Background: an optimization exercise with open tools, aiming at small area, a short achievable clock period and few clock cycles. Do not read the settings as production practice. Only the layout flow was run in this run; the RTL was not checked for function there. The flow treats the clock pin as an ideal source, which a real chip does not have. No activity file was given, so power comes from the tool's default toggle rates.

### flow/config.mk
export PLATFORM = sky130hd
export DESIGN_NAME = fixed_arith_top
export DESIGN_NICKNAME = fixed_arith_top
export VERILOG_FILES = /design/flow/design.v
export SDC_FILE = /design/flow/constraint.sdc
export NUM_CORES = 4
export LEC_CHECK = 0
export CAP_MARGIN = 20
export CORE_MARGIN = 2
export CORE_UTILIZATION = 65
export SETUP_SLACK_MARGIN = 2.5
export SLEW_MARGIN = 20
export SYNTH_HIERARCHICAL = 1
export SYNTH_MINIMUM_KEEP_SIZE = 0
### flow/standard.sh
#!/bin/bash
# synth_recipe.tcl (not shown) runs the flow's synth.tcl, then flattens the netlist and writes it again
# the make line also repeats each setting of config.mk as NAME=value (left out here)
make -C /OpenROAD-flow-scripts/flow DESIGN_CONFIG=/design/flow/config.mk WORK_HOME=/design/flow/orfs CLKGATE_MAP_FILE= SYNTH_SCRIPT=/design/flow/synth_recipe.tcl "${@:-finish}"
### flow/flow/skew.tcl
set plat $::env(FLOW_HOME)/platforms/sky130hd
read_lef $plat/lef/sky130_fd_sc_hd.tlef
read_lef $plat/lef/sky130_fd_sc_hd_merged.lef
read_liberty $plat/lib/sky130_fd_sc_hd__tt_025C_1v80.lib
read_db $::env(ODB_IN)
read_sdc $::env(SDC_IN)
source $plat/setRC.tcl
set_propagated_clock [all_clocks]
estimate_parasitics -placement
puts "=== before"
report_worst_slack -max
report_worst_slack -min
report_checks -path_delay max -format end -group_path_count 6

set db [ord::get_db]
set block [ord::get_db_block]

proc by_x {a b} { expr {[lindex [$a getLocation] 0] - [lindex [$b getLocation] 0]} }

proc centroid {insts} {
  set sx 0; set sy 0
  foreach i $insts { set loc [$i getLocation]; set sx [expr {$sx + [lindex $loc 0]}]; set sy [expr {$sy + [lindex $loc 1]}] }
  return [list [expr {$sx / [llength $insts]}] [expr {$sy / [llength $insts]}]]
}

proc matches {name pats} {
  foreach p $pats { if {[string match $p $name]} { return 1 } }
  return 0
}

proc regs_matching {block pats} {
  set out {}
  foreach inst [$block getInsts] {
    if {![matches [$inst getName] $pats]} { continue }
    set it [$inst findITerm CLK]
    if {$it == "NULL" || $it == ""} { continue }
    lappend out $inst
  }
  return $out
}

proc add_buf {block master name drvnet x y} {
  set buf [odb::dbInst_create $block $master $name]
  $buf setLocation $x $y
  $buf setPlacementStatus PLACED
  set net [odb::dbNet_create $block "${name}_clk"]
  $net setSigType CLOCK
  [$buf findITerm A] connect $drvnet
  [$buf findITerm X] connect $net
  return $net
}

proc move_clk {insts net} {
  foreach i $insts {
    set it [$i findITerm CLK]
    $it disconnect
    $it connect $net
  }
}

# late registers, grouped by the CTS leaf net that clocks them. LATE_SPECS is
# a list of {patterns buffer chain max_group}: each group of at most max_group
# registers of a leaf net gets a chain of chain buffers.
set k 0
foreach spec $::env(LATE_SPECS) {
  lassign $spec pats bufname chain maxg
  set master [$db findMaster $bufname]
  array unset groups
  array set groups {}
  foreach inst [regs_matching $block $pats] {
    lappend groups([[[$inst findITerm CLK] getNet] getName]) $inst
  }
  foreach netname [lsort [array names groups]] {
    set oldnet [$block findNet $netname]
    set all [lsort -command by_x $groups($netname)]
    set ng [expr {int(ceil(double([llength $all]) / $maxg))}]
    set per [expr {int(ceil(double([llength $all]) / $ng))}]
    for {set g 0} {$g < $ng} {incr g} {
      set insts [lrange $all [expr {$g * $per}] [expr {($g + 1) * $per - 1}]]
      lassign [centroid $insts] x y
      set drv $oldnet
      for {set c 0} {$c < $chain} {incr c} {
        set drv [add_buf $block $master "skew_late_${k}_$c" $drv $x $y]
      }
      move_clk $insts $drv
      puts "late group $k ($pats): [llength $insts] registers from $netname"
      incr k
    }
  }
}

# early registers, split by position among EARLY_N buffers on the port's net
set early [lsort -command by_x [regs_matching $block $::env(EARLY_PAT)]]
set clknet [$block findNet $::env(CLK_NET)]
set n $::env(EARLY_N)
set per [expr {int(ceil(double([llength $early]) / $n))}]
for {set g 0} {$g < $n} {incr g} {
  set grp [lrange $early [expr {$g * $per}] [expr {($g + 1) * $per - 1}]]
  if {[llength $grp] == 0} { continue }
  lassign [centroid $grp] x y
  set net [add_buf $block [$db findMaster $::env(EARLY_BUF)] "skew_early_$g" $clknet $x $y]
  move_clk $grp $net
  puts "early group $g: [llength $grp] registers"
}

global_connect
detailed_placement
check_placement
estimate_parasitics -placement
puts "=== after"
report_worst_slack -max
report_worst_slack -min
report_checks -path_delay max -format end -group_path_count 6
report_clock_skew
write_db $::env(ODB_OUT)
### flow/flow/skew.env
# settings of flow/run.sh and flow/skew.tcl
export MARGIN_CTS=2.3
export MARGIN_ROUTE=2.8
export LATE_SPECS='{{u_mul.r*} sky130_fd_sc_hd__clkbuf_4 2 8} {{u_regs.rdata*} sky130_fd_sc_hd__clkbuf_4 2 8}'
export EARLY_PAT="u_regs.operands* u_regs.b_one* u_regs.b_two*"
export EARLY_BUF=sky130_fd_sc_hd__clkbuf_16
export EARLY_N=2
export CLK_NET=clk
### flow/design.v
`default_nettype none
package fixed_arith_pkg;
  localparam int FIX_W  = 16;
  localparam int FRAC_W = 8;
  localparam int PROD_W = 32;  
  localparam logic [31:0] REG_OP_A      = 32'h00;
  localparam logic [31:0] REG_OP_B      = 32'h04;
  localparam logic [31:0] REG_SUM       = 32'h08;
  localparam logic [31:0] REG_PROD      = 32'h0C;
  localparam logic [31:0] REG_PROD_FULL = 32'h10;
  localparam logic [1:0] RESP_OKAY = 2'b00;
  typedef logic [FIX_W-1:0] fix_t;
  typedef struct packed {
    fix_t a;  
    fix_t b;  
  } fix_operands_t;
  typedef struct packed {
    fix_t sum;
    logic overflow;  
  } add_result_t;
  typedef struct packed {
    logic [PROD_W-1:0] full;
    fix_t              product;  
    logic              overflow;
    logic              precision_lost;
  } mul_result_t;
endpackage
`default_nettype wire
`default_nettype none
`timescale 1ns/10ps
module fixed_add_unit
(
  input  logic [fixed_arith_pkg::FIX_W-1:0] a,
  input  logic [fixed_arith_pkg::FIX_W-1:0] b,
  output fixed_arith_pkg::add_result_t      add_res
);
  assign {add_res.overflow, add_res.sum} = {1'b0, a} + {1'b0, b};
endmodule
`default_nettype wire
`default_nettype none
`timescale 1ns/10ps
module fixed_mul_unit
(
  input  logic        clk,
  input  logic [15:0] a,
  input  logic [15:0] b,
  input  logic [7:0]  bone,   
  input  logic [7:0]  btwo,   
  output logic [31:0] p,
  output logic        ovf,   
  output logic        prec   
);
  logic bo0, bt0, bn0, bp0_0, bp0_1, bp0_2, bp0_3, bp0_4, bp0_5, bp0_6;
  logic bp0_7, bp0_8, bp0_9, bp0_10, bp0_11, bp0_12, bp0_13, bp0_14, bp0_15, bp0_16;
  logic bs0, bo1, bt1, bn1, bp1_0, bp1_1, bp1_2, bp1_3, bp1_4, bp1_5;
  logic bp1_6, bp1_7, bp1_8, bp1_9, bp1_10, bp1_11, bp1_12, bp1_13, bp1_14, bp1_15;
  logic bp1_16, bs1, bo2, bt2, bn2, bp2_0, bp2_1, bp2_2, bp2_3, bp2_4;
  logic bp2_5, bp2_6, bp2_7, bp2_8, bp2_9, bp2_10, bp2_11, bp2_12, bp2_13, bp2_14;
  logic bp2_15, bp2_16, bs2, bo3, bt3, bn3, bp3_0, bp3_1, bp3_2, bp3_3;
  logic bp3_4, bp3_5, bp3_6, bp3_7, bp3_8, bp3_9, bp3_10, bp3_11, bp3_12, bp3_13;
  logic bp3_14, bp3_15, bp3_16, bs3, bo4, bt4, bn4, bp4_0, bp4_1, bp4_2;
  logic bp4_3, bp4_4, bp4_5, bp4_6, bp4_7, bp4_8, bp4_9, bp4_10, bp4_11, bp4_12;
  logic bp4_13, bp4_14, bp4_15, bp4_16, bs4, bo5, bt5, bn5, bp5_0, bp5_1;
  logic bp5_2, bp5_3, bp5_4, bp5_5, bp5_6, bp5_7, bp5_8, bp5_9, bp5_10, bp5_11;
  logic bp5_12, bp5_13, bp5_14, bp5_15, bp5_16, bs5, bo6, bt6, bn6, bp6_0;
  logic bp6_1, bp6_2, bp6_3, bp6_4, bp6_5, bp6_6, bp6_7, bp6_8, bp6_9, bp6_10;
  logic bp6_11, bp6_12, bp6_13, bp6_14, bp6_15, bp6_16, bs6, bo7, bt7, bn7;
  logic bp7_0, bp7_1, bp7_2, bp7_3, bp7_4, bp7_5, bp7_6, bp7_7, bp7_8, bp7_9;
  logic bp7_10, bp7_11, bp7_12, bp7_13, bp7_14, bp7_15, bp7_16, bs7, bp8_0, bp8_1;
  logic bp8_2, bp8_3, bp8_4, bp8_5, bp8_6, bp8_7, bp8_8, bp8_9, bp8_10, bp8_11;
  logic bp8_12, bp8_13, bp8_14, bp8_15, hs0, hc0, hs1, hc1, fs0, fc0;
  logic hs2, hc2, fs1, fc1, hs3, hc3, fs2, fc2, fs3, fc3;
  logic hs4, hc4, fs4, fc4, fs5, fc5, hs5, hc5, fs6, fc6;
  logic fs7, fc7, fs8, fc8, fs9, fc9, fs10, fc10, fs11, fc11;
  logic fs12, fc12, fs13, fc13, fs14, fc14, fs15, fc15, fs16, fc16;
  logic fs17, fc17, fs18, fc18, fs19, fc19, hs6, hc6, fs20, fc20;
  logic fs21, fc21, fs22, fc22, hs7, hc7, fs23, fc23, hs8, hc8;
  logic hs9, hc9, hs10, hc10, fs24, fc24, hs11, hc11, fs25, fc25;
  logic hs12, hc12, fs26, fc26, fs27, fc27, fs28, fc28, fs29, fc29;
  logic fs30, fc30, fs31, fc31, fs32, fc32, fs33, fc33, fs34, fc34;
  logic fs35, fc35, fs36, fc36, fs37, fc37, fs38, fc38, fs39, fc39;
  logic fs40, fc40, fs41, fc41, fs42, fc42, fs43, fc43, fs44, fc44;
  logic fs45, fc45, fs46, fc46, fs47, fc47, fs48, fc48, fs49, fc49;
  logic fs50, fc50, fs51, fc51, fs52, fc52, fs53, fc53, fs54, fc54;
  logic fs55, fc55, fs56, fc56, fs57, fc57, fs58, fc58, hs13, hc13;
  logic fs59, fc59, hs14, hc14, hs15, hc15, hs16, hc16, fs60, fc60;
  logic fs61, fc61, fs62, fc62, fs63, fc63, fs64, fc64, fs65, fc65;
  logic fs66, fc66, fs67, fc67, fs68, fc68, fs69, fc69, fs70, fc70;
  logic fs71, fc71, fs72, fc72, fs73, fc73, fs74, fc74, fs75, fc75;
  logic fs76, fc76, fs77, fc77, fs78, fc78, fs79, fc79, fs80, fc80;
  logic fs81, fc81, fs82, fc82, fs83, fc83, hs17, hc17, hs18, hc18;
  logic hs19, hc19, fs84, fc84, fs85, fc85, fs86, fc86, fs87, fc87;
  logic fs88, fc88, fs89, fc89, fs90, fc90, fs91, fc91, fs92, fc92;
  logic fs93, fc93, fs94, fc94, fs95, fc95, fs96, fc96, fs97, fc97;
  logic fs98, fc98, fs99, fc99, fs100, fc100, fs101, fc101, fs102, fc102;
  logic fs103, fc103, fs104, fc104, fs105, fc105, fs106, fc106, fs107, fc107;
  logic fs108, fc108, fs109, fc109, fs110, fc110, fs111, fc111;
  logic [31:0] r0_q;
  logic [31:0] r1_q;
  logic [31:0] x, y;
  assign bo0 = bone[0];
  assign bt0 = btwo[0];
  assign bn0 = b[1];
  assign bp0_0 = ((bo0 & a[0])) ^ bn0;
  assign bp0_1 = ((bo0 & a[1]) | (bt0 & a[0])) ^ bn0;
  assign bp0_2 = ((bo0 & a[2]) | (bt0 & a[1])) ^ bn0;
  assign bp0_3 = ((bo0 & a[3]) | (bt0 & a[2])) ^ bn0;
  assign bp0_4 = ((bo0 & a[4]) | (bt0 & a[3])) ^ bn0;
  assign bp0_5 = ((bo0 & a[5]) | (bt0 & a[4])) ^ bn0;
  assign bp0_6 = ((bo0 & a[6]) | (bt0 & a[5])) ^ bn0;
  assign bp0_7 = ((bo0 & a[7]) | (bt0 & a[6])) ^ bn0;
  assign bp0_8 = ((bo0 & a[8]) | (bt0 & a[7])) ^ bn0;
  assign bp0_9 = ((bo0 & a[9]) | (bt0 & a[8])) ^ bn0;
  assign bp0_10 = ((bo0 & a[10]) | (bt0 & a[9])) ^ bn0;
  assign bp0_11 = ((bo0 & a[11]) | (bt0 & a[10])) ^ bn0;
  assign bp0_12 = ((bo0 & a[12]) | (bt0 & a[11])) ^ bn0;
  assign bp0_13 = ((bo0 & a[13]) | (bt0 & a[12])) ^ bn0;
  assign bp0_14 = ((bo0 & a[14]) | (bt0 & a[13])) ^ bn0;
  assign bp0_15 = ((bo0 & a[15]) | (bt0 & a[14])) ^ bn0;
  assign bp0_16 = ((bt0 & a[15])) ^ bn0;
  assign bs0 = ~bn0;
  assign bo1 = bone[1];
  assign bt1 = btwo[1];
  assign bn1 = b[3];
  assign bp1_0 = ((bo1 & a[0])) ^ bn1;
  assign bp1_1 = ((bo1 & a[1]) | (bt1 & a[0])) ^ bn1;
  assign bp1_2 = ((bo1 & a[2]) | (bt1 & a[1])) ^ bn1;
  assign bp1_3 = ((bo1 & a[3]) | (bt1 & a[2])) ^ bn1;
  assign bp1_4 = ((bo1 & a[4]) | (bt1 & a[3])) ^ bn1;
  assign bp1_5 = ((bo1 & a[5]) | (bt1 & a[4])) ^ bn1;
  assign bp1_6 = ((bo1 & a[6]) | (bt1 & a[5])) ^ bn1;
  assign bp1_7 = ((bo1 & a[7]) | (bt1 & a[6])) ^ bn1;
  assign bp1_8 = ((bo1 & a[8]) | (bt1 & a[7])) ^ bn1;
  assign bp1_9 = ((bo1 & a[9]) | (bt1 & a[8])) ^ bn1;
  assign bp1_10 = ((bo1 & a[10]) | (bt1 & a[9])) ^ bn1;
  assign bp1_11 = ((bo1 & a[11]) | (bt1 & a[10])) ^ bn1;
  assign bp1_12 = ((bo1 & a[12]) | (bt1 & a[11])) ^ bn1;
  assign bp1_13 = ((bo1 & a[13]) | (bt1 & a[12])) ^ bn1;
  assign bp1_14 = ((bo1 & a[14]) | (bt1 & a[13])) ^ bn1;
  assign bp1_15 = ((bo1 & a[15]) | (bt1 & a[14])) ^ bn1;
  assign bp1_16 = ((bt1 & a[15])) ^ bn1;
  assign bs1 = ~bn1;
  assign bo2 = bone[2];
  assign bt2 = btwo[2];
  assign bn2 = b[5];
  assign bp2_0 = ((bo2 & a[0])) ^ bn2;
  assign bp2_1 = ((bo2 & a[1]) | (bt2 & a[0])) ^ bn2;
  assign bp2_2 = ((bo2 & a[2]) | (bt2 & a[1])) ^ bn2;
  assign bp2_3 = ((bo2 & a[3]) | (bt2 & a[2])) ^ bn2;
  assign bp2_4 = ((bo2 & a[4]) | (bt2 & a[3])) ^ bn2;
  assign bp2_5 = ((bo2 & a[5]) | (bt2 & a[4])) ^ bn2;
  assign bp2_6 = ((bo2 & a[6]) | (bt2 & a[5])) ^ bn2;
  assign bp2_7 = ((bo2 & a[7]) | (bt2 & a[6])) ^ bn2;
  assign bp2_8 = ((bo2 & a[8]) | (bt2 & a[7])) ^ bn2;
  assign bp2_9 = ((bo2 & a[9]) | (bt2 & a[8])) ^ bn2;
  assign bp2_10 = ((bo2 & a[10]) | (bt2 & a[9])) ^ bn2;
  assign bp2_11 = ((bo2 & a[11]) | (bt2 & a[10])) ^ bn2;
  assign bp2_12 = ((bo2 & a[12]) | (bt2 & a[11])) ^ bn2;
  assign bp2_13 = ((bo2 & a[13]) | (bt2 & a[12])) ^ bn2;
  assign bp2_14 = ((bo2 & a[14]) | (bt2 & a[13])) ^ bn2;
  assign bp2_15 = ((bo2 & a[15]) | (bt2 & a[14])) ^ bn2;
  assign bp2_16 = ((bt2 & a[15])) ^ bn2;
  assign bs2 = ~bn2;
  assign bo3 = bone[3];
  assign bt3 = btwo[3];
  assign bn3 = b[7];
  assign bp3_0 = ((bo3 & a[0])) ^ bn3;
  assign bp3_1 = ((bo3 & a[1]) | (bt3 & a[0])) ^ bn3;
  assign bp3_2 = ((bo3 & a[2]) | (bt3 & a[1])) ^ bn3;
  assign bp3_3 = ((bo3 & a[3]) | (bt3 & a[2])) ^ bn3;
  assign bp3_4 = ((bo3 & a[4]) | (bt3 & a[3])) ^ bn3;
  assign bp3_5 = ((bo3 & a[5]) | (bt3 & a[4])) ^ bn3;
  assign bp3_6 = ((bo3 & a[6]) | (bt3 & a[5])) ^ bn3;
  assign bp3_7 = ((bo3 & a[7]) | (bt3 & a[6])) ^ bn3;
  assign bp3_8 = ((bo3 & a[8]) | (bt3 & a[7])) ^ bn3;
  assign bp3_9 = ((bo3 & a[9]) | (bt3 & a[8])) ^ bn3;
  assign bp3_10 = ((bo3 & a[10]) | (bt3 & a[9])) ^ bn3;
  assign bp3_11 = ((bo3 & a[11]) | (bt3 & a[10])) ^ bn3;
  assign bp3_12 = ((bo3 & a[12]) | (bt3 & a[11])) ^ bn3;
  assign bp3_13 = ((bo3 & a[13]) | (bt3 & a[12])) ^ bn3;
  assign bp3_14 = ((bo3 & a[14]) | (bt3 & a[13])) ^ bn3;
  assign bp3_15 = ((bo3 & a[15]) | (bt3 & a[14])) ^ bn3;
  assign bp3_16 = ((bt3 & a[15])) ^ bn3;
  assign bs3 = ~bn3;
  assign bo4 = bone[4];
  assign bt4 = btwo[4];
  assign bn4 = b[9];
  assign bp4_0 = ((bo4 & a[0])) ^ bn4;
  assign bp4_1 = ((bo4 & a[1]) | (bt4 & a[0])) ^ bn4;
  assign bp4_2 = ((bo4 & a[2]) | (bt4 & a[1])) ^ bn4;
  assign bp4_3 = ((bo4 & a[3]) | (bt4 & a[2])) ^ bn4;
  assign bp4_4 = ((bo4 & a[4]) | (bt4 & a[3])) ^ bn4;
  assign bp4_5 = ((bo4 & a[5]) | (bt4 & a[4])) ^ bn4;
  assign bp4_6 = ((bo4 & a[6]) | (bt4 & a[5])) ^ bn4;
  assign bp4_7 = ((bo4 & a[7]) | (bt4 & a[6])) ^ bn4;
  assign bp4_8 = ((bo4 & a[8]) | (bt4 & a[7])) ^ bn4;
  assign bp4_9 = ((bo4 & a[9]) | (bt4 & a[8])) ^ bn4;
  assign bp4_10 = ((bo4 & a[10]) | (bt4 & a[9])) ^ bn4;
  assign bp4_11 = ((bo4 & a[11]) | (bt4 & a[10])) ^ bn4;
  assign bp4_12 = ((bo4 & a[12]) | (bt4 & a[11])) ^ bn4;
  assign bp4_13 = ((bo4 & a[13]) | (bt4 & a[12])) ^ bn4;
  assign bp4_14 = ((bo4 & a[14]) | (bt4 & a[13])) ^ bn4;
  assign bp4_15 = ((bo4 & a[15]) | (bt4 & a[14])) ^ bn4;
  assign bp4_16 = ((bt4 & a[15])) ^ bn4;
  assign bs4 = ~bn4;
  assign bo5 = bone[5];
  assign bt5 = btwo[5];
  assign bn5 = b[11];
  assign bp5_0 = ((bo5 & a[0])) ^ bn5;
  assign bp5_1 = ((bo5 & a[1]) | (bt5 & a[0])) ^ bn5;
  assign bp5_2 = ((bo5 & a[2]) | (bt5 & a[1])) ^ bn5;
  assign bp5_3 = ((bo5 & a[3]) | (bt5 & a[2])) ^ bn5;
  assign bp5_4 = ((bo5 & a[4]) | (bt5 & a[3])) ^ bn5;
  assign bp5_5 = ((bo5 & a[5]) | (bt5 & a[4])) ^ bn5;
  assign bp5_6 = ((bo5 & a[6]) | (bt5 & a[5])) ^ bn5;
  assign bp5_7 = ((bo5 & a[7]) | (bt5 & a[6])) ^ bn5;
  assign bp5_8 = ((bo5 & a[8]) | (bt5 & a[7])) ^ bn5;
  assign bp5_9 = ((bo5 & a[9]) | (bt5 & a[8])) ^ bn5;
  assign bp5_10 = ((bo5 & a[10]) | (bt5 & a[9])) ^ bn5;
  assign bp5_11 = ((bo5 & a[11]) | (bt5 & a[10])) ^ bn5;
  assign bp5_12 = ((bo5 & a[12]) | (bt5 & a[11])) ^ bn5;
  assign bp5_13 = ((bo5 & a[13]) | (bt5 & a[12])) ^ bn5;
  assign bp5_14 = ((bo5 & a[14]) | (bt5 & a[13])) ^ bn5;
  assign bp5_15 = ((bo5 & a[15]) | (bt5 & a[14])) ^ bn5;
  assign bp5_16 = ((bt5 & a[15])) ^ bn5;
  assign bs5 = ~bn5;
  assign bo6 = bone[6];
  assign bt6 = btwo[6];
  assign bn6 = b[13];
  assign bp6_0 = ((bo6 & a[0])) ^ bn6;
  assign bp6_1 = ((bo6 & a[1]) | (bt6 & a[0])) ^ bn6;
  assign bp6_2 = ((bo6 & a[2]) | (bt6 & a[1])) ^ bn6;
  assign bp6_3 = ((bo6 & a[3]) | (bt6 & a[2])) ^ bn6;
  assign bp6_4 = ((bo6 & a[4]) | (bt6 & a[3])) ^ bn6;
  assign bp6_5 = ((bo6 & a[5]) | (bt6 & a[4])) ^ bn6;
  assign bp6_6 = ((bo6 & a[6]) | (bt6 & a[5])) ^ bn6;
  assign bp6_7 = ((bo6 & a[7]) | (bt6 & a[6])) ^ bn6;
  assign bp6_8 = ((bo6 & a[8]) | (bt6 & a[7])) ^ bn6;
  assign bp6_9 = ((bo6 & a[9]) | (bt6 & a[8])) ^ bn6;
  assign bp6_10 = ((bo6 & a[10]) | (bt6 & a[9])) ^ bn6;
  assign bp6_11 = ((bo6 & a[11]) | (bt6 & a[10])) ^ bn6;
  assign bp6_12 = ((bo6 & a[12]) | (bt6 & a[11])) ^ bn6;
  assign bp6_13 = ((bo6 & a[13]) | (bt6 & a[12])) ^ bn6;
  assign bp6_14 = ((bo6 & a[14]) | (bt6 & a[13])) ^ bn6;
  assign bp6_15 = ((bo6 & a[15]) | (bt6 & a[14])) ^ bn6;
  assign bp6_16 = ((bt6 & a[15])) ^ bn6;
  assign bs6 = ~bn6;
  assign bo7 = bone[7];
  assign bt7 = btwo[7];
  assign bn7 = b[15];
  assign bp7_0 = ((bo7 & a[0])) ^ bn7;
  assign bp7_1 = ((bo7 & a[1]) | (bt7 & a[0])) ^ bn7;
  assign bp7_2 = ((bo7 & a[2]) | (bt7 & a[1])) ^ bn7;
  assign bp7_3 = ((bo7 & a[3]) | (bt7 & a[2])) ^ bn7;
  assign bp7_4 = ((bo7 & a[4]) | (bt7 & a[3])) ^ bn7;
  assign bp7_5 = ((bo7 & a[5]) | (bt7 & a[4])) ^ bn7;
  assign bp7_6 = ((bo7 & a[6]) | (bt7 & a[5])) ^ bn7;
  assign bp7_7 = ((bo7 & a[7]) | (bt7 & a[6])) ^ bn7;
  assign bp7_8 = ((bo7 & a[8]) | (bt7 & a[7])) ^ bn7;
  assign bp7_9 = ((bo7 & a[9]) | (bt7 & a[8])) ^ bn7;
  assign bp7_10 = ((bo7 & a[10]) | (bt7 & a[9])) ^ bn7;
  assign bp7_11 = ((bo7 & a[11]) | (bt7 & a[10])) ^ bn7;
  assign bp7_12 = ((bo7 & a[12]) | (bt7 & a[11])) ^ bn7;
  assign bp7_13 = ((bo7 & a[13]) | (bt7 & a[12])) ^ bn7;
  assign bp7_14 = ((bo7 & a[14]) | (bt7 & a[13])) ^ bn7;
  assign bp7_15 = ((bo7 & a[15]) | (bt7 & a[14])) ^ bn7;
  assign bp7_16 = ((bt7 & a[15])) ^ bn7;
  assign bs7 = ~bn7;
  assign bp8_0 = a[0] & b[15];
  assign bp8_1 = a[1] & b[15];
  assign bp8_2 = a[2] & b[15];
  assign bp8_3 = a[3] & b[15];
  assign bp8_4 = a[4] & b[15];
  assign bp8_5 = a[5] & b[15];
  assign bp8_6 = a[6] & b[15];
  assign bp8_7 = a[7] & b[15];
  assign bp8_8 = a[8] & b[15];
  assign bp8_9 = a[9] & b[15];
  assign bp8_10 = a[10] & b[15];
  assign bp8_11 = a[11] & b[15];
  assign bp8_12 = a[12] & b[15];
  assign bp8_13 = a[13] & b[15];
  assign bp8_14 = a[14] & b[15];
  assign bp8_15 = a[15] & b[15];
  assign hs0 = bn5 ^ bp0_10;
  assign hc0 = bn5 & bp0_10;
  assign hs1 = bp0_11 ^ bp1_9;
  assign hc1 = bp0_11 & bp1_9;
  fixed_fa u_fs0 (.x(bn6), .y(bp0_12), .z(bp1_10), .s(fs0), .c(fc0));
  assign hs2 = bp2_8 ^ bp3_6;
  assign hc2 = bp2_8 & bp3_6;
  fixed_fa u_fs1 (.x(bp0_13), .y(bp1_11), .z(bp2_9), .s(fs1), .c(fc1));
  assign hs3 = bp3_7 ^ bp4_5;
  assign hc3 = bp3_7 & bp4_5;
  fixed_fa u_fs2 (.x(bn7), .y(bp0_14), .z(bp1_12), .s(fs2), .c(fc2));
  fixed_fa u_fs3 (.x(bp2_10), .y(bp3_8), .z(bp4_6), .s(fs3), .c(fc3));
  assign hs4 = bp5_4 ^ bp6_2;
  assign hc4 = bp5_4 & bp6_2;
  fixed_fa u_fs4 (.x(bp0_15), .y(bp1_13), .z(bp2_11), .s(fs4), .c(fc4));
  fixed_fa u_fs5 (.x(bp3_9), .y(bp4_7), .z(bp5_5), .s(fs5), .c(fc5));
  assign hs5 = bp6_3 ^ bp7_1;
  assign hc5 = bp6_3 & bp7_1;
  fixed_fa u_fs6 (.x(bp8_0), .y(bp0_16), .z(bp1_14), .s(fs6), .c(fc6));
  fixed_fa u_fs7 (.x(bp2_12), .y(bp3_10), .z(bp4_8), .s(fs7), .c(fc7));
  fixed_fa u_fs8 (.x(bp5_6), .y(bp6_4), .z(bp7_2), .s(fs8), .c(fc8));
  fixed_fa u_fs9 (.x(bn0), .y(bp8_1), .z(bp1_15), .s(fs9), .c(fc9));
  fixed_fa u_fs10 (.x(bp2_13), .y(bp3_11), .z(bp4_9), .s(fs10), .c(fc10));
  fixed_fa u_fs11 (.x(bp5_7), .y(bp6_5), .z(bp7_3), .s(fs11), .c(fc11));
  fixed_fa u_fs12 (.x(bn0), .y(bp8_2), .z(bp1_16), .s(fs12), .c(fc12));
  fixed_fa u_fs13 (.x(bp2_14), .y(bp3_12), .z(bp4_10), .s(fs13), .c(fc13));
  fixed_fa u_fs14 (.x(bp5_8), .y(bp6_6), .z(bp7_4), .s(fs14), .c(fc14));
  fixed_fa u_fs15 (.x(bs0), .y(bs1), .z(bp8_3), .s(fs15), .c(fc15));
  fixed_fa u_fs16 (.x(bp2_15), .y(bp3_13), .z(bp4_11), .s(fs16), .c(fc16));
  fixed_fa u_fs17 (.x(bp5_9), .y(bp6_7), .z(bp7_5), .s(fs17), .c(fc17));
  fixed_fa u_fs18 (.x(1'b1), .y(bp8_4), .z(bp2_16), .s(fs18), .c(fc18));
  fixed_fa u_fs19 (.x(bp3_14), .y(bp4_12), .z(bp5_10), .s(fs19), .c(fc19));
  assign hs6 = bp6_8 ^ bp7_6;
  assign hc6 = bp6_8 & bp7_6;
  fixed_fa u_fs20 (.x(bs2), .y(bp8_5), .z(bp3_15), .s(fs20), .c(fc20));
  fixed_fa u_fs21 (.x(bp4_13), .y(bp5_11), .z(bp6_9), .s(fs21), .c(fc21));
  fixed_fa u_fs22 (.x(1'b1), .y(bp8_6), .z(bp3_16), .s(fs22), .c(fc22));
  assign hs7 = bp4_14 ^ bp5_12;
  assign hc7 = bp4_14 & bp5_12;
  fixed_fa u_fs23 (.x(bs3), .y(bp8_7), .z(bp4_15), .s(fs23), .c(fc23));
  assign hs8 = 1'b1 ^ bp8_8;
  assign hc8 = 1'b1 & bp8_8;
  assign hs9 = bn3 ^ bp0_6;
  assign hc9 = bn3 & bp0_6;
  assign hs10 = bp0_7 ^ bp1_5;
  assign hc10 = bp0_7 & bp1_5;
  fixed_fa u_fs24 (.x(bn4), .y(bp0_8), .z(bp1_6), .s(fs24), .c(fc24));
  assign hs11 = bp2_4 ^ bp3_2;
  assign hc11 = bp2_4 & bp3_2;
  fixed_fa u_fs25 (.x(bp0_9), .y(bp1_7), .z(bp2_5), .s(fs25), .c(fc25));
  assign hs12 = bp3_3 ^ bp4_1;
  assign hc12 = bp3_3 & bp4_1;
  fixed_fa u_fs26 (.x(bp1_8), .y(bp2_6), .z(bp3_4), .s(fs26), .c(fc26));
  fixed_fa u_fs27 (.x(bp4_2), .y(bp5_0), .z(hs0), .s(fs27), .c(fc27));
  fixed_fa u_fs28 (.x(bp2_7), .y(bp3_5), .z(bp4_3), .s(fs28), .c(fc28));
  fixed_fa u_fs29 (.x(bp5_1), .y(hc0), .z(hs1), .s(fs29), .c(fc29));
  fixed_fa u_fs30 (.x(bp4_4), .y(bp5_2), .z(bp6_0), .s(fs30), .c(fc30));
  fixed_fa u_fs31 (.x(hc1), .y(hs2), .z(fs0), .s(fs31), .c(fc31));
  fixed_fa u_fs32 (.x(bp5_3), .y(bp6_1), .z(hc2), .s(fs32), .c(fc32));
  fixed_fa u_fs33 (.x(hs3), .y(fc0), .z(fs1), .s(fs33), .c(fc33));
  fixed_fa u_fs34 (.x(bp7_0), .y(hc3), .z(hs4), .s(fs34), .c(fc34));
  fixed_fa u_fs35 (.x(fc1), .y(fs2), .z(fs3), .s(fs35), .c(fc35));
  fixed_fa u_fs36 (.x(hc4), .y(hs5), .z(fc2), .s(fs36), .c(fc36));
  fixed_fa u_fs37 (.x(fc3), .y(fs4), .z(fs5), .s(fs37), .c(fc37));
  fixed_fa u_fs38 (.x(hc5), .y(fc4), .z(fc5), .s(fs38), .c(fc38));
  fixed_fa u_fs39 (.x(fs6), .y(fs7), .z(fs8), .s(fs39), .c(fc39));
  fixed_fa u_fs40 (.x(fc6), .y(fc7), .z(fc8), .s(fs40), .c(fc40));
  fixed_fa u_fs41 (.x(fs9), .y(fs10), .z(fs11), .s(fs41), .c(fc41));
  fixed_fa u_fs42 (.x(fc9), .y(fc10), .z(fc11), .s(fs42), .c(fc42));
  fixed_fa u_fs43 (.x(fs12), .y(fs13), .z(fs14), .s(fs43), .c(fc43));
  fixed_fa u_fs44 (.x(fs15), .y(fc12), .z(fc13), .s(fs44), .c(fc44));
  fixed_fa u_fs45 (.x(fc14), .y(fs16), .z(fs17), .s(fs45), .c(fc45));
  fixed_fa u_fs46 (.x(fc15), .y(hs6), .z(fc16), .s(fs46), .c(fc46));
  fixed_fa u_fs47 (.x(fc17), .y(fs18), .z(fs19), .s(fs47), .c(fc47));
  fixed_fa u_fs48 (.x(bp7_7), .y(hc6), .z(fc18), .s(fs48), .c(fc48));
  fixed_fa u_fs49 (.x(fc19), .y(fs20), .z(fs21), .s(fs49), .c(fc49));
  fixed_fa u_fs50 (.x(bp6_10), .y(bp7_8), .z(hs7), .s(fs50), .c(fc50));
  fixed_fa u_fs51 (.x(fc20), .y(fc21), .z(fs22), .s(fs51), .c(fc51));
  fixed_fa u_fs52 (.x(bp5_13), .y(bp6_11), .z(bp7_9), .s(fs52), .c(fc52));
  fixed_fa u_fs53 (.x(hc7), .y(fc22), .z(fs23), .s(fs53), .c(fc53));
  fixed_fa u_fs54 (.x(hs8), .y(bp4_16), .z(bp5_14), .s(fs54), .c(fc54));
  fixed_fa u_fs55 (.x(bp6_12), .y(bp7_10), .z(fc23), .s(fs55), .c(fc55));
  fixed_fa u_fs56 (.x(bs4), .y(bp8_9), .z(hc8), .s(fs56), .c(fc56));
  fixed_fa u_fs57 (.x(bp5_15), .y(bp6_13), .z(bp7_11), .s(fs57), .c(fc57));
  fixed_fa u_fs58 (.x(1'b1), .y(bp8_10), .z(bp5_16), .s(fs58), .c(fc58));
  assign hs13 = bp6_14 ^ bp7_12;
  assign hc13 = bp6_14 & bp7_12;
  fixed_fa u_fs59 (.x(bs5), .y(bp8_11), .z(bp6_15), .s(fs59), .c(fc59));
  assign hs14 = 1'b1 ^ bp8_12;
  assign hc14 = 1'b1 & bp8_12;
  assign hs15 = bn2 ^ bp0_4;
  assign hc15 = bn2 & bp0_4;
  assign hs16 = bp0_5 ^ bp1_3;
  assign hc16 = bp0_5 & bp1_3;
  fixed_fa u_fs60 (.x(bp1_4), .y(bp2_2), .z(bp3_0), .s(fs60), .c(fc60));
  fixed_fa u_fs61 (.x(bp2_3), .y(bp3_1), .z(hc9), .s(fs61), .c(fc61));
  fixed_fa u_fs62 (.x(bp4_0), .y(hc10), .z(hs11), .s(fs62), .c(fc62));
  fixed_fa u_fs63 (.x(hc11), .y(hs12), .z(fc24), .s(fs63), .c(fc63));
  fixed_fa u_fs64 (.x(hc12), .y(fc25), .z(fs26), .s(fs64), .c(fc64));
  fixed_fa u_fs65 (.x(fc26), .y(fs28), .z(fc27), .s(fs65), .c(fc65));
  fixed_fa u_fs66 (.x(fc28), .y(fs30), .z(fc29), .s(fs66), .c(fc66));
  fixed_fa u_fs67 (.x(fc30), .y(fs32), .z(fc31), .s(fs67), .c(fc67));
  fixed_fa u_fs68 (.x(fc32), .y(fs34), .z(fc33), .s(fs68), .c(fc68));
  fixed_fa u_fs69 (.x(fc34), .y(fc35), .z(fs36), .s(fs69), .c(fc69));
  fixed_fa u_fs70 (.x(fc36), .y(fc37), .z(fs38), .s(fs70), .c(fc70));
  fixed_fa u_fs71 (.x(fc38), .y(fc39), .z(fs40), .s(fs71), .c(fc71));
  fixed_fa u_fs72 (.x(fc40), .y(fc41), .z(fs42), .s(fs72), .c(fc72));
  fixed_fa u_fs73 (.x(fc42), .y(fc43), .z(fs44), .s(fs73), .c(fc73));
  fixed_fa u_fs74 (.x(fc44), .y(fc45), .z(fs46), .s(fs74), .c(fc74));
  fixed_fa u_fs75 (.x(fc46), .y(fc47), .z(fs48), .s(fs75), .c(fc75));
  fixed_fa u_fs76 (.x(fs50), .y(fc48), .z(fc49), .s(fs76), .c(fc76));
  fixed_fa u_fs77 (.x(fs52), .y(fc50), .z(fc51), .s(fs77), .c(fc77));
  fixed_fa u_fs78 (.x(fc52), .y(fs54), .z(fc53), .s(fs78), .c(fc78));
  fixed_fa u_fs79 (.x(fs56), .y(fc54), .z(fs57), .s(fs79), .c(fc79));
  fixed_fa u_fs80 (.x(fc56), .y(hs13), .z(fc57), .s(fs80), .c(fc80));
  fixed_fa u_fs81 (.x(bp7_13), .y(hc13), .z(fc58), .s(fs81), .c(fc81));
  fixed_fa u_fs82 (.x(hs14), .y(bp6_16), .z(bp7_14), .s(fs82), .c(fc82));
  fixed_fa u_fs83 (.x(bs6), .y(bp8_13), .z(hc14), .s(fs83), .c(fc83));
  assign hs17 = 1'b1 ^ bp8_14;
  assign hc17 = 1'b1 & bp8_14;
  assign hs18 = bn1 ^ bp0_2;
  assign hc18 = bn1 & bp0_2;
  assign hs19 = bp0_3 ^ bp1_1;
  assign hc19 = bp0_3 & bp1_1;
  fixed_fa u_fs84 (.x(bp1_2), .y(bp2_0), .z(hs15), .s(fs84), .c(fc84));
  fixed_fa u_fs85 (.x(bp2_1), .y(hc15), .z(hs16), .s(fs85), .c(fc85));
  fixed_fa u_fs86 (.x(hc16), .y(hs9), .z(fs60), .s(fs86), .c(fc86));
  fixed_fa u_fs87 (.x(hs10), .y(fc60), .z(fs61), .s(fs87), .c(fc87));
  fixed_fa u_fs88 (.x(fs24), .y(fc61), .z(fs62), .s(fs88), .c(fc88));
  fixed_fa u_fs89 (.x(fs25), .y(fc62), .z(fs63), .s(fs89), .c(fc89));
  fixed_fa u_fs90 (.x(fs27), .y(fc63), .z(fs64), .s(fs90), .c(fc90));
  fixed_fa u_fs91 (.x(fs29), .y(fc64), .z(fs65), .s(fs91), .c(fc91));
  fixed_fa u_fs92 (.x(fs31), .y(fc65), .z(fs66), .s(fs92), .c(fc92));
  fixed_fa u_fs93 (.x(fs33), .y(fc66), .z(fs67), .s(fs93), .c(fc93));
  fixed_fa u_fs94 (.x(fs35), .y(fc67), .z(fs68), .s(fs94), .c(fc94));
  fixed_fa u_fs95 (.x(fs37), .y(fc68), .z(fs69), .s(fs95), .c(fc95));
  fixed_fa u_fs96 (.x(fs39), .y(fc69), .z(fs70), .s(fs96), .c(fc96));
  fixed_fa u_fs97 (.x(fs41), .y(fc70), .z(fs71), .s(fs97), .c(fc97));
  fixed_fa u_fs98 (.x(fs43), .y(fc71), .z(fs72), .s(fs98), .c(fc98));
  fixed_fa u_fs99 (.x(fs45), .y(fc72), .z(fs73), .s(fs99), .c(fc99));
  fixed_fa u_fs100 (.x(fs47), .y(fc73), .z(fs74), .s(fs100), .c(fc100));
  fixed_fa u_fs101 (.x(fs49), .y(fc74), .z(fs75), .s(fs101), .c(fc101));
  fixed_fa u_fs102 (.x(fs51), .y(fc75), .z(fs76), .s(fs102), .c(fc102));
  fixed_fa u_fs103 (.x(fs53), .y(fc76), .z(fs77), .s(fs103), .c(fc103));
  fixed_fa u_fs104 (.x(fs55), .y(fc77), .z(fs78), .s(fs104), .c(fc104));
  fixed_fa u_fs105 (.x(fc55), .y(fs79), .z(fc78), .s(fs105), .c(fc105));
  fixed_fa u_fs106 (.x(fs58), .y(fc79), .z(fs80), .s(fs106), .c(fc106));
  fixed_fa u_fs107 (.x(fs59), .y(fc80), .z(fs81), .s(fs107), .c(fc107));
  fixed_fa u_fs108 (.x(fc59), .y(fs82), .z(fc81), .s(fs108), .c(fc108));
  fixed_fa u_fs109 (.x(bp7_15), .y(fs83), .z(fc82), .s(fs109), .c(fc109));
  fixed_fa u_fs110 (.x(hs17), .y(bp7_16), .z(fc83), .s(fs110), .c(fc110));
  fixed_fa u_fs111 (.x(bs7), .y(bp8_15), .z(hc17), .s(fs111), .c(fc111));
  always_ff @(posedge clk)
  begin
    r0_q[0] <= bn0;
    r1_q[0] <= bp0_0;
    r0_q[1] <= bp0_1;
    r0_q[2] <= bp1_0;
    r1_q[2] <= hs18;
    r0_q[3] <= hc18;
    r1_q[3] <= hs19;
    r0_q[4] <= hc19;
    r1_q[4] <= fs84;
    r0_q[5] <= fc84;
    r1_q[5] <= fs85;
    r0_q[6] <= fc85;
    r1_q[6] <= fs86;
    r0_q[7] <= fc86;
    r1_q[7] <= fs87;
    r0_q[8] <= fc87;
    r1_q[8] <= fs88;
    r0_q[9] <= fc88;
    r1_q[9] <= fs89;
    r0_q[10] <= fc89;
    r1_q[10] <= fs90;
    r0_q[11] <= fc90;
    r1_q[11] <= fs91;
    r0_q[12] <= fc91;
    r1_q[12] <= fs92;
    r0_q[13] <= fc92;
    r1_q[13] <= fs93;
    r0_q[14] <= fc93;
    r1_q[14] <= fs94;
    r0_q[15] <= fc94;
    r1_q[15] <= fs95;
    r0_q[16] <= fc95;
    r1_q[16] <= fs96;
    r0_q[17] <= fc96;
    r1_q[17] <= fs97;
    r0_q[18] <= fc97;
    r1_q[18] <= fs98;
    r0_q[19] <= fc98;
    r1_q[19] <= fs99;
    r0_q[20] <= fc99;
    r1_q[20] <= fs100;
    r0_q[21] <= fc100;
    r1_q[21] <= fs101;
    r0_q[22] <= fc101;
    r1_q[22] <= fs102;
    r0_q[23] <= fc102;
    r1_q[23] <= fs103;
    r0_q[24] <= fc103;
    r1_q[24] <= fs104;
    r0_q[25] <= fc104;
    r1_q[25] <= fs105;
    r0_q[26] <= fs106;
    r1_q[26] <= fc105;
    r0_q[27] <= fc106;
    r1_q[27] <= fs107;
    r0_q[28] <= fc107;
    r1_q[28] <= fs108;
    r0_q[29] <= fs109;
    r1_q[29] <= fc108;
    r0_q[30] <= fs110;
    r1_q[30] <= fc109;
    r0_q[31] <= fs111;
    r1_q[31] <= fc110;
  end
  assign r1_q[1] = 1'b0;
  assign x[0] = r0_q[0];
  assign y[0] = r1_q[0];
  assign x[1] = r0_q[1];
  assign y[1] = 1'b0;
  assign x[2] = r0_q[2];
  assign y[2] = r1_q[2];
  assign x[3] = r0_q[3];
  assign y[3] = r1_q[3];
  assign x[4] = r0_q[4];
  assign y[4] = r1_q[4];
  assign x[5] = r0_q[5];
  assign y[5] = r1_q[5];
  assign x[6] = r0_q[6];
  assign y[6] = r1_q[6];
  assign x[7] = r0_q[7];
  assign y[7] = r1_q[7];
  assign x[8] = r0_q[8];
  assign y[8] = r1_q[8];
  assign x[9] = r0_q[9];
  assign y[9] = r1_q[9];
  assign x[10] = r0_q[10];
  assign y[10] = r1_q[10];
  assign x[11] = r0_q[11];
  assign y[11] = r1_q[11];
  assign x[12] = r0_q[12];
  assign y[12] = r1_q[12];
  assign x[13] = r0_q[13];
  assign y[13] = r1_q[13];
  assign x[14] = r0_q[14];
  assign y[14] = r1_q[14];
  assign x[15] = r0_q[15];
  assign y[15] = r1_q[15];
  assign x[16] = r0_q[16];
  assign y[16] = r1_q[16];
  assign x[17] = r0_q[17];
  assign y[17] = r1_q[17];
  assign x[18] = r0_q[18];
  assign y[18] = r1_q[18];
  assign x[19] = r0_q[19];
  assign y[19] = r1_q[19];
  assign x[20] = r0_q[20];
  assign y[20] = r1_q[20];
  assign x[21] = r0_q[21];
  assign y[21] = r1_q[21];
  assign x[22] = r0_q[22];
  assign y[22] = r1_q[22];
  assign x[23] = r0_q[23];
  assign y[23] = r1_q[23];
  assign x[24] = r0_q[24];
  assign y[24] = r1_q[24];
  assign x[25] = r0_q[25];
  assign y[25] = r1_q[25];
  assign x[26] = r0_q[26];
  assign y[26] = r1_q[26];
  assign x[27] = r0_q[27];
  assign y[27] = r1_q[27];
  assign x[28] = r0_q[28];
  assign y[28] = r1_q[28];
  assign x[29] = r0_q[29];
  assign y[29] = r1_q[29];
  assign x[30] = r0_q[30];
  assign y[30] = r1_q[30];
  assign x[31] = r0_q[31];
  assign y[31] = r1_q[31];
  logic [7:0]  z;
  assign p = x + y;
  assign z[0] = p[24];
  assign z[7:1] = (x[31:25] ^ y[31:25]) ^ (x[30:24] | y[30:24]);
  assign ovf  = |z;
  assign prec = |p[7:0];
endmodule
`default_nettype wire
`default_nettype none
module fixed_fa
(
  input  logic x,
  input  logic y,
  input  logic z,
  output logic s,
  output logic c
);
  assign s = x ^ y ^ z;
  assign c = (x & y) | (x & z) | (y & z);
endmodule
`default_nettype wire
`default_nettype none
`timescale 1ns/10ps
module axil_fixed_regs
#(
  parameter int ADDR_W = 5
)
(
  input  logic              clk,
  input  logic              rst_n,
  input  logic [ADDR_W-1:0] awaddr,
  input  logic              awvalid,
  output logic              awready,
  input  logic [31:0]       wdata,
  input  logic [3:0]        wstrb,
  input  logic              wvalid,
  output logic              wready,
  output logic [1:0]        bresp,
  output logic              bvalid,
  input  logic              bready,
  input  logic [ADDR_W-1:0] araddr,
  input  logic              arvalid,
  output logic              arready,
  output logic [31:0]       rdata,
  output logic [1:0]        rresp,
  output logic              rvalid,
  input  logic              rready,
  output fixed_arith_pkg::fix_operands_t operands,
  output logic [7:0]        b_one,      
  output logic [7:0]        b_two,      
  input  fixed_arith_pkg::add_result_t   add_res,
  input  logic [fixed_arith_pkg::PROD_W-1:0] prod,
  input  logic              prod_ovf,   
  input  logic              prod_prec   
);
  logic        wr_fire;
  logic        wr_op_a;
  logic        wr_op_b;
  logic        wr_op_q;
  logic        wr_b_lo;
  logic        wr_b_hi;
  logic [15:0] b_next;
  logic [16:0] bw;        
  logic [16:0] bn;        
  logic [7:0]  one_w;
  logic [7:0]  two_w;
  logic        one_n4;
  logic        two_n4;
  logic        rd_fire;
  logic [31:0] rd_map;
  assign awready = ~bvalid;
  assign wready  = ~bvalid;
  assign wr_fire = awvalid & wvalid & ~bvalid;
  assign wr_op_a = wr_fire & (awaddr[ADDR_W-1:2] == fixed_arith_pkg::REG_OP_A[ADDR_W-1:2]);
  assign wr_op_b = wr_fire & (awaddr[ADDR_W-1:2] == fixed_arith_pkg::REG_OP_B[ADDR_W-1:2]);
  assign bresp   = fixed_arith_pkg::RESP_OKAY;
  assign wr_b_lo = wr_op_b & wstrb[0];
  assign wr_b_hi = wr_op_b & wstrb[1];
  assign b_next  = {wr_b_hi ? wdata[15:8] : operands.b[15:8], wr_b_lo ? wdata[7:0] : operands.b[7:0]};
  assign bw      = {wdata[15:0], 1'b0};
  assign bn      = {b_next, 1'b0};
  always_comb
  begin
    for (int k = 0; k < 8; k++)
    begin
      one_w[k] = bw[2*k+1] ^ bw[2*k];
      two_w[k] = bw[2*k+2] ? ~(bw[2*k+1] | bw[2*k]) : (bw[2*k+1] & bw[2*k]);
    end
  end
  assign one_n4 = bn[9] ^ bn[8];
  assign two_n4 = bn[10] ? ~(bn[9] | bn[8]) : (bn[9] & bn[8]);
  always_ff @(posedge clk or negedge rst_n)
  begin
    if (!rst_n)
    begin
      bvalid   <= 1'b0;
      wr_op_q  <= 1'b0;
      operands <= '0;
      b_one    <= '0;
      b_two    <= '0;
    end
    else
    begin
      if (wr_fire)
        bvalid <= 1'b1;
      else if (bready)
        bvalid <= 1'b0;
      wr_op_q <= wr_op_a | wr_op_b;
      if (wr_op_a & wstrb[0]) operands.a[7:0]  <= wdata[7:0];
      if (wr_op_a & wstrb[1]) operands.a[15:8] <= wdata[15:8];
      if (wr_op_b & wstrb[0]) operands.b[7:0]  <= wdata[7:0];
      if (wr_op_b & wstrb[1]) operands.b[15:8] <= wdata[15:8];
      if (wr_b_lo)
      begin
        b_one[3:0] <= one_w[3:0];
        b_two[3:0] <= two_w[3:0];
      end
      if (wr_b_hi)
      begin
        b_one[7:5] <= one_w[7:5];
        b_two[7:5] <= two_w[7:5];
      end
      if (wr_b_lo | wr_b_hi)
      begin
        b_one[4] <= one_n4;
        b_two[4] <= two_n4;
      end
    end
  end
  assign arready = ~rvalid & ~wr_op_q;
  assign rd_fire = arvalid & arready;
  assign rresp   = fixed_arith_pkg::RESP_OKAY;
  always_comb
  begin
    case (araddr[ADDR_W-1:2])
      3'd2:    rd_map = {15'd0, add_res.overflow, add_res.sum};
      3'd3:    rd_map = {14'd0, prod_prec, prod_ovf, prod[23:8]};
      3'd4:    rd_map = prod;
      default: rd_map = 32'd0;  
    endcase
  end
  always_ff @(posedge clk or negedge rst_n)
  begin
    if (!rst_n)
      rvalid <= 1'b0;
    else if (rd_fire)
      rvalid <= 1'b1;
    else if (rready)
      rvalid <= 1'b0;
  end
  always_ff @(posedge clk)
  begin
    if (!rvalid)
      rdata <= rd_map;
  end
endmodule
`default_nettype wire
`default_nettype none
`timescale 1ns/10ps
module fixed_arith_top
#(
  parameter int ADDR_W = 5
)
(
  input  logic              clk,
  input  logic              rst_n,
  input  logic [ADDR_W-1:0] awaddr,
  input  logic              awvalid,
  output logic              awready,
  input  logic [31:0]       wdata,
  input  logic [3:0]        wstrb,
  input  logic              wvalid,
  output logic              wready,
  output logic [1:0]        bresp,
  output logic              bvalid,
  input  logic              bready,
  input  logic [ADDR_W-1:0] araddr,
  input  logic              arvalid,
  output logic              arready,
  output logic [31:0]       rdata,
  output logic [1:0]        rresp,
  output logic              rvalid,
  input  logic              rready
);
  fixed_arith_pkg::fix_operands_t     operands;
  fixed_arith_pkg::add_result_t       add_res;
  logic [fixed_arith_pkg::PROD_W-1:0] prod;
  logic                               prod_ovf;
  logic [7:0]                         b_one;
  logic [7:0]                         b_two;
  logic                               prod_prec;
  axil_fixed_regs #(
    .ADDR_W (ADDR_W)
  ) u_regs (
    .clk       (clk),
    .rst_n     (rst_n),
    .awaddr    (awaddr),
    .awvalid   (awvalid),
    .awready   (awready),
    .wdata     (wdata),
    .wstrb     (wstrb),
    .wvalid    (wvalid),
    .wready    (wready),
    .bresp     (bresp),
    .bvalid    (bvalid),
    .bready    (bready),
    .araddr    (araddr),
    .arvalid   (arvalid),
    .arready   (arready),
    .rdata     (rdata),
    .rresp     (rresp),
    .rvalid    (rvalid),
    .rready    (rready),
    .operands  (operands),
    .b_one     (b_one),
    .b_two     (b_two),
    .add_res   (add_res),
    .prod      (prod),
    .prod_ovf  (prod_ovf),
    .prod_prec (prod_prec)
  );
  fixed_add_unit u_add (
    .a       (operands.a),
    .b       (operands.b),
    .add_res (add_res)
  );
  fixed_mul_unit u_mul (
    .clk (clk),
    .a   (operands.a),
    .b    (operands.b),
    .bone (b_one),
    .btwo (b_two),
    .p    (prod),
    .ovf  (prod_ovf),
    .prec (prod_prec)
  );
endmodule
`default_nettype wire
### flow/flow/run.sh
#!/bin/bash
# The standard layout with two changes:
#  - the smallest plain buffer on each port, in place of the delay buffer
#    ORFS's buffer_ports picks by default;
#  - after CTS, useful clock skew between the multiplier's pipeline stages
#    (flow/skew.tcl): the operand registers get their clock early and the
#    rdata registers late. Then the standard flow goes on from global routing.
set -euo pipefail
here=$(pwd)
res=$here/orfs/results/sky130hd/fixed_arith_top/base
bufs="BUFFER_PORTS_ARGS=-buffer_cell sky130_fd_sc_hd__buf_1"
source flow/skew.env
bash standard.sh "$bufs" SETUP_SLACK_MARGIN=$MARGIN_CTS cts > standard_cts.log 2>&1
cp $res/4_cts.odb $here/4_cts_noskew.odb
ODB_IN=$here/4_cts_noskew.odb SDC_IN=$res/4_cts.sdc ODB_OUT=$res/4_cts.odb \
  openroad -no_init -exit flow/skew.tcl > skew.log 2>&1
rm -f $here/4_cts_noskew.odb
bash standard.sh "$bufs" SETUP_SLACK_MARGIN=$MARGIN_ROUTE finish > standard_finish.log 2>&1
### flow/constraint.sdc
create_clock -name core_clock -period 5.5 [get_ports {clk}]
set_input_delay 1.1000 -clock core_clock [delete_from_list [all_inputs] [get_ports {clk}]]
set_output_delay 1.1000 -clock core_clock [all_outputs]
set_load 0.01 [all_outputs]
==> run notes <==
-- layer usage --
layer / global-route usage, % / up-vias
li1: - / 4592
met1: 44.85 / 4925
met2: 49.25 / 564
met3: 7.881 / 101
met4: 13.44 / 0
met5: 0 / -
-- synthesized netlist by cell type (6+ instances only) --
| cell type | n | area share (%) |
|---|---|---|
| inv_1 | 48 | 1.4 |
| xor2_1 | 17 | 1.2 |
| nand3_1 | 13 | 0.51 |
| mux2_2 | 24 | 2.1 |
| o21ai_0 | 60 | 2.4 |
| a31oi_1 | 6 | 0.29 |
| nor2_1 | 12 | 0.35 |
| a211oi_1 | 6 | 0.35 |
| nor2b_1 | 6 | 0.29 |
| ha_1 | 83 | 8.1 |
| fa_1 | 113 | 18 |
| buf_4 | 6 | 0.35 |
| edfxtp_1 | 32 | 7.5 |
| o21bai_1 | 8 | 0.47 |
| xnor2_1 | 164 | 11 |
| and2_1 | 30 | 1.5 |
| a21o_1 | 24 | 1.4 |
| clkbuf_1 | 90 | 2.6 |
| buf_2 | 13 | 0.51 |
| nand2_1 | 81 | 2.4 |
| and3_1 | 13 | 0.64 |
| nand4_1 | 6 | 0.29 |
| mux2i_1 | 23 | 1.8 |
| nor3_1 | 11 | 0.43 |
| nor4_1 | 6 | 0.29 |
| a22oi_1 | 120 | 7.1 |
| a21oi_1 | 31 | 1.2 |
| dfxtp_1 | 63 | 9.9 |
| dfrtp_1 | 50 | 9.8 |
| o211ai_1 | 6 | 0.35 |
-- power by group through the flow --
| stage | Clock (mW) | Combinational [mW] | Sequential (mW) |
|---|---|---|---|
| 2_1_floorplan | 0 | 3.68 | 1.71 |
| 3_3_place_gp | 0 | 4.75 | 1.97 |
| 3_5_place_dp | 0 | 4.89 | 1.97 |
| 4_1_cts | 1.24 | 4.90 | 1.96 |
| 5_1_grt | 1.82 | 5.94 | 1.95 |
| 6_report | 1.72 | 5.40 | 1.91 |
-- worst min-delay path by stage --
| stage | start | end | slack, ns | cells past startpoint |
|---|---|---|---|---|
| 2_1_floorplan | u_regs.b_two[4] | u_regs.b_two[4] | 0.45 | 2 |
| 3_3_place_gp | u_regs.operands[3] | u_regs.operands[3] | 0.46 | 2 |
| 3_5_place_dp | u_regs.operands[3] | u_regs.operands[3] | 0.49 | 2 |
| 4_1_cts | u_regs.operands[3] | u_regs.operands[3] | 0.51 | 2 |
| 5_1_grt | u_regs.operands[1] | u_mul.r0_q[0] | 0.13 | 0 |
| 6_report | u_regs.operands[1] | u_mul.r0_q[0] | 0.13 | 0 |
-- area by class of cell --
class	count	share of cell area, %
Multi-Input combinational cell	946	59.43
Sequential cell	145	24.01
Timing Repair Buffer	151	6.504
Clock buffer	19	3.050
Buffer	44	2.454
Tap cell	265	2.227
Inverter	48	1.210
Clock inverter	13	1.109
-- worst reg2reg max path: cells and delay by family, from the launching register on --
family / cells / cell delay (ns)
AOI/OAI and AO/OA: 6 / 1.08
and+or+nand+nor: 1 / 0.43
muxes: 1 / 0.19
adders and majority gates: 1 / 0.33
DFF: 1 / 0.36
xor gates and xnor gates: 1 / 0.11
-- stage by stage --
step / power, mW / worst slack (ns) / cell area, um2 / hold slack, ns / utilization, %
finish: 9.030 / 2.701 / 14890 / 0.1347 / 76.76
floorplan: 5.392 / 2.291 / 12810 / 0.4454 / -
detailed placement: 6.863 / 1.976 / 13030 / 0.4928 / 67.19
CTS: 8.107 / 2.297 / 13690 / 0.5076 / 70.58
global route: 9.709 / 2.631 / 14890 / 0.1265 / 76.76
global placement: 6.724 / 2.035 / 13030 / 0.4624 / 67.19
-- Yosys stat by module, one instance, submodules excluded, a selection --
module	cell area, um2	flops+latches
fixed_add_unit	855.8	0
fixed_fa	20.02	0
fixed_mul_unit	5968	63
-- cell families (layout without fill, tap and decap cells) --
family / Yosys count / count (layout)
and+or+nand+nor: 201 / 201
xor gates and xnor gates: 181 / 181
AOI/OAI and AO/OA: 314 / 314
adders and majority gates: 196 / 196
DFF: 145 / 145
other: 2 / 7
buffers and inverters: 163 / 275
muxes: 47 / 47
-- state kept, by name (all words and copies together), names as in the netlist --
signal / cells
u_regs.operands: 31
u_regs.b_two: 8
u_regs.rdata: 32
u_regs.wr_op_q: 1
u_mul.r0_q: 32
u_regs.bvalid: 1
u_mul.r1_q: 31
u_regs.rvalid: 1
u_regs.b_one: 8
-- timing repair --
action	4_1_cts	5_1_grt
pin swaps	0	11
buffers inserted	0	67
gates resized for setup	31	77
endpoints found under the setup margin	28	34
==> impl_metrics.csv <==
group,metric,value,unit
final_layout,fillers,1347,
sta,finalClockSkew,0.5432,ns
clock_tree,cts_tree,"yes",
logic_synthesis,synth_edf_count,32,
power_and_ir_drop,p_per_area,606.4,nW/um2
hold_path,min-delay-path-class,"reg2reg",
clock_tree,cts_root_buffer,"clkbuf_16",
detailed_routing,top_layer,"met4",
global_routing,overflow,0,
final_layout,area_delta_synth_final,16.55,%
final_layout,drive_above_1_share,20.13,%
global_routing,groute.usage.overall,32.43,%
floorplan,rows,51,
logic_synthesis,synth_seq_cells,145,
sta,worst_pin_slew,0.7116,ns
power_and_ir_drop,clkPwrFrac,19.1,%
floorplan,die_area,20790,um2
critical_path,critPathArrivalTime,3.19,ns
power_and_ir_drop,net-switching-power,3.957,mW
critical_path,reg2reg_from,"u_mul.r0_q[12]",
sta,finalSetupViolCount,0,
power_and_ir_drop,power_frac_seq,21.2,%
global_routing,grt_pass1_wl,51.44,mm
logic_synthesis,synth_cells,1249,
critical_path,critPathKind,"reg2reg",
floorplan,ios,94,
power_and_ir_drop,p_sw_share,43.82,%
critical_path,cp.required,5.89,ns
detailed_routing,routed_wl,34.56,mm
final_layout,multiInputGateArea,8850,um2
global_routing,grt_pass1_vias,9803,
critical_path,critPathBufInv,0,
critical_path,cp-end-kind,"flop",
logic_synthesis,synthFlopType,"dfxtp_1",
logic_synthesis,synth_compound_area_share,17.28,%
logic_synthesis,synth-adder-area-share,25.83,%
logic_synthesis,synth_top_family_by_area,"adder cells",
critical_path,worst_path_max_delay_cell,"or3_4",
sta,timing.final.crit_period,2.799,ns
clock_tree,clkSlewWorstSetupHoldPaths,0.09,ns
detailed_routing,ant_nets,0,
power_and_ir_drop,p_int,5.073,mW
sta,fin_setup_tns,0,ns
sta,fmax,357.3,MHz
detailed_routing,route.detailed.drc,0,
sta,slew_viol_final,0,
detailed_routing,wire_per_inst,21.19,um
sta,slew_headroom,52.44,%
final_layout,fin_cells,1631,
detailed_routing,viasPerCell,6.243,
final_layout,n_antenna_cell,0,
critical_path,crit_chain,"ha_2 > a21oi_1 > o221ai_1 > a211oi_2 > o21ai_2 > a21oi_2 > xnor2_1 > or3_4 > mux2i_2 > o21ai_1",
floorplan,dieHeight,144.2,um
power_and_ir_drop,power_leakage,6.311,nW
logic_synthesis,synth_mux_area_share,3.917,%
detailed_routing,wl_met1,14.49,mm
detailed_routing,wl_met2,15.64,mm
critical_path,ff2ff_path_depth,10,
global_routing,grt_antenna_before_repair,0,
outcome,status,"no timing/DRC/antenna violations",
placement,globalplace.congestion,0.9001,
clock_tree,cts_buffer_depth,2,
final_layout,regArea,3576,um2
critical_path,r2r-end,"u_regs.rdata[16]",
critical_path,crit_path_start,"u_mul.r0_q[12]",
clock_tree,insertion_delay,0.70,ns
final_layout,final_common_cell,"xnor2_1",
logic_synthesis,synth-simple-area-share,8.168,%
logic_synthesis,synth_area_per_cell,10.23,um2
detailed_routing,firstDrtPassIters,6,
critical_path,crit_family,"compound AO/OA/AOI/OAI gates",
power_and_ir_drop,peakVddDrop,0.3612,mV
sta,hold_viol_final,0,
logic_synthesis,synth_cell_type_count,76,
power_and_ir_drop,combPwrFrac,59.8,%
critical_path,crit_fanout,7,
logic_synthesis,syn_area,12780,um2
placement,placed_cells,1488,
critical_path,cp.depth,10,
sta,post-route-period-util,50.89,%
logic_synthesis,yosysSeqAreaShare,27.19,%
critical_path,endpoint,"u_regs.rdata[16]",
floorplan,core_area,19400,um2
logic_synthesis,synth_async_sr_flop_share,34.48,%
clock_tree,cts_buffers,17,
clock_tree,cts_sinks,145,
critical_path,regToRegSetupSlack,2.70,ns
clock_tree,holdBufCountCts,0,
final_layout,most-common-layout-cells,"xnor2_1 (163), fa_1 (109), a22oi_1 (108)",
global_routing,grt_max_degree,51,
floorplan,dieWidth,144.2,um
detailed_routing,first_iter_violations,930,
floorplan,start_util,65.86,%
detailed_routing,vias,10180,
logic_synthesis,synth_xor_area_share,12.41,%
run,cap_violations,0,
logic_synthesis,yosysWarnings,9,
placement,hpwlAfterDp,22.21,mm
placement,port_buffers,67,
clock_tree,cts_htree_levels,4,
final_layout,nets,1602,
detailed_routing,met3_length,3.248,mm
sta,rsz0062_at_grt,"true",
critical_path,slowest_delay,0.43,ns
critical_path,startpoint_type,"flop",

[static timing again, ports no longer ideal]
In the flow no input, the clock included, has a driving cell. The finished layout below was timed again as built, in two steps. Step 1, drivers: a clkbuf_16 drives clk and a buf_2 each remaining input, both assumed. Step 2, shift: input delay + t, output delay - t, t = (earliest + latest rising clock arrival at the registers) / 2. This alone moves slack from input paths to output paths. Three values: ideal ports, drivers, drivers and shift; two values: the first two.
t, ns: 0.497
slack for setup (ns): 2.701 / 2.701 / 2.555
latest minus earliest clock arrival (ns): 0.543 / 0.543
worst register clock-pin slew, ns: 0.09 / 0.09
pins driven straight from the clock port: 3
In this run the clock reaches the registers at very different times; t lies between them, and the last value is a rough guide only. The setup slack of this run moves by 0.000 ns with the drivers and by -0.146 ns with both steps.
